This design comes from an exercise in tuning for small area and few clock cycles per item on the open sky130 flow, not from production work.
Function was checked by simulation only, so behaviour that the tests miss may differ from the original.

== fjord ==
==> flow/design.v (excerpt) <==
module fp_mult_pipe #(
    parameter int EXP_W = 8,
    parameter int MAN_W = 23
) (
    input  logic                 clk,
    input  logic                 rst,
    input  logic                 in_valid,
    output logic                 in_ready,
    input  logic [EXP_W+MAN_W:0] a,
    input  logic [EXP_W+MAN_W:0] b,
    input  logic [2:0]           rnd,
    output logic                 out_valid,
    input  logic                 out_ready,
    output logic [EXP_W+MAN_W:0] z,
    output logic [7:0]           status
);
    localparam logic [1:0] RC_NE = 2'd0;     
    localparam logic [1:0] RC_NU = 2'd1;     
    localparam logic [1:0] RC_Z  = 2'd2;     
    localparam logic [1:0] RC_A  = 2'd3;     
    localparam logic [1:0] SP_NONE = 2'd0;
    localparam logic [1:0] SP_ZERO = 2'd1;
    localparam logic [1:0] SP_INF  = 2'd2;
    localparam logic [1:0] SP_NAN  = 2'd3;
    logic v_r;
    logic adv_s;
    assign adv_s     = !v_r || out_ready;
    assign in_ready  = adv_s && !rst;
    assign out_valid = v_r;
    always_ff @(posedge clk) begin
        if (rst) begin
            v_r <= 1'b0;
        end else if (adv_s) begin
            v_r <= in_valid;
        end
    end
    logic [7:0]  ea_s, eb_s;
    logic [22:0] fa_s, fb_s;
    logic        a_zero_s, a_inf_s, a_nan_s;
    logic        b_zero_s, b_inf_s, b_nan_s;
    logic        sign_s;
    logic [1:0]  sp_s, rc_s;
    logic [8:0]  esum_s;
    logic [23:0] ma_s, mb_s;
    logic [25:0] prod_hi_s;      
    logic        low_s;          
    always_comb begin
        ea_s     = a[30:23];
        eb_s     = b[30:23];
        fa_s     = a[22:0];
        fb_s     = b[22:0];
        sign_s   = a[31] ^ b[31];
        a_zero_s = (ea_s == 8'h00);
        b_zero_s = (eb_s == 8'h00);
        a_inf_s  = (ea_s == 8'hFF) && (fa_s == 23'd0);
        b_inf_s  = (eb_s == 8'hFF) && (fb_s == 23'd0);
        a_nan_s  = (ea_s == 8'hFF) && (fa_s != 23'd0);
        b_nan_s  = (eb_s == 8'hFF) && (fb_s != 23'd0);
        if (a_nan_s || b_nan_s || (a_inf_s && b_zero_s) || (a_zero_s && b_inf_s)) begin
            sp_s = SP_NAN;
        end else if (a_inf_s || b_inf_s) begin
            sp_s = SP_INF;
        end else if (a_zero_s || b_zero_s) begin
            sp_s = SP_ZERO;
        end else begin
            sp_s = SP_NONE;
        end
        case (rnd)
            3'd1:    rc_s = RC_Z;
  ...
Size: roughly 2200 cells after synthesis, roughly 110 I/O pins, about 17000 um2 of cells after synthesis.
clock: 7.5 ns
lec_check: 0
abc_area: 1
cap_margin: 20
core_margin: 2
core_utilization: 60
cts_buf_list: sky130_fd_sc_hd__clkbuf_4 sky130_fd_sc_hd__clkbuf_8
slew_margin: 20
standard.sh (not shown) runs the stock make flow with config.mk's settings and CLKGATE_MAP_FILE= SYNTH_SCRIPT=/design/flow/synth_recipe.tcl, a recipe that flattens the netlist after the stock synthesis.
==> flow/flow/run.sh <==
#!/bin/bash
# The standard layout (standard.sh: the standard flow's synthesis and ORFS flow), with every
# input and output port buffered by a plain buf_1 instead of the default port
# buffer cell. The make output is kept in flow_make.log; each ORFS step writes
# its own log under orfs/logs/.
set -euo pipefail
export BUFFER_PORTS_ARGS="-buffer_cell sky130_fd_sc_hd__buf_1"
export GPL_KEEP_OVERFLOW=0
bash standard.sh finish > flow_make.log 2>&1
fjord: no failed stages, no open violations at the end
Testbench counts of fjord, summed over its fixed seeds: cycles 12,008, items 12,000.
[inputs] xenon vs fjord
Settings: changing CORE_UTILIZATION from 60 to 40; removing CTS_BUF_LIST (formerly sky130_fd_sc_hd__clkbuf_4 sky130_fd_sc_hd__clkbuf_8).
--- a/flow/flow/run.sh
+++ b/flow/flow/run.sh
@@ -6,4 +6,3 @@
 set -euo pipefail
 export BUFFER_PORTS_ARGS="-buffer_cell sky130_fd_sc_hd__buf_1"
-export GPL_KEEP_OVERFLOW=0
 bash standard.sh finish > flow_make.log 2>&1
==> summary.txt <==
- Compared to fjord, xenon has met1 routing resource usage after global routing 13 points lower.
- Re overall global routing resource usage: xenon is 11 points down on fjord.
- In xenon, the wire length after detailed routing came out 1.0% above the value in fjord.
- Initial antenna violation count in xenon is 1 below fjord.

==> re-timing with driven ports <==
The results above use ideal ports. As a check the final layouts listed here were re-extracted and re-timed, cells and wires unchanged.
Step 1 sets driving cells, clkbuf_16 on the clock port and buf_2 on the other inputs (assumed; they add their load-dependent delay and slew).
Step 2 adds t to the input delays and takes it off the output delays; t is the mean of the earliest and latest rising clock arrival at the registers after step 1. Input paths then give back, and output paths get back, about the clock's delay inside the block.
Slacks: ideal ports / drivers / drivers and shift; pairs: ideal ports / drivers.
run	t, ns	slack for setup (ns)	hold WS [ns]	worst setup path after step 2	worst data-port slew with drivers (ns)
fjord	0.349	0.183 / 0.178 / -0.171	0.753 / 0.753 / 0.753	input to register	0.06
xenon	0.324	0.410 / 0.419 / 0.096	1.198 / 1.198 / 1.198	input to register	0.08
With both steps, setup timing fails in fjord, where it was met with ideal ports. For fjord, which loses most, drivers alone change the setup slack by -0.005 ns; drivers and shift together by -0.354 ns.
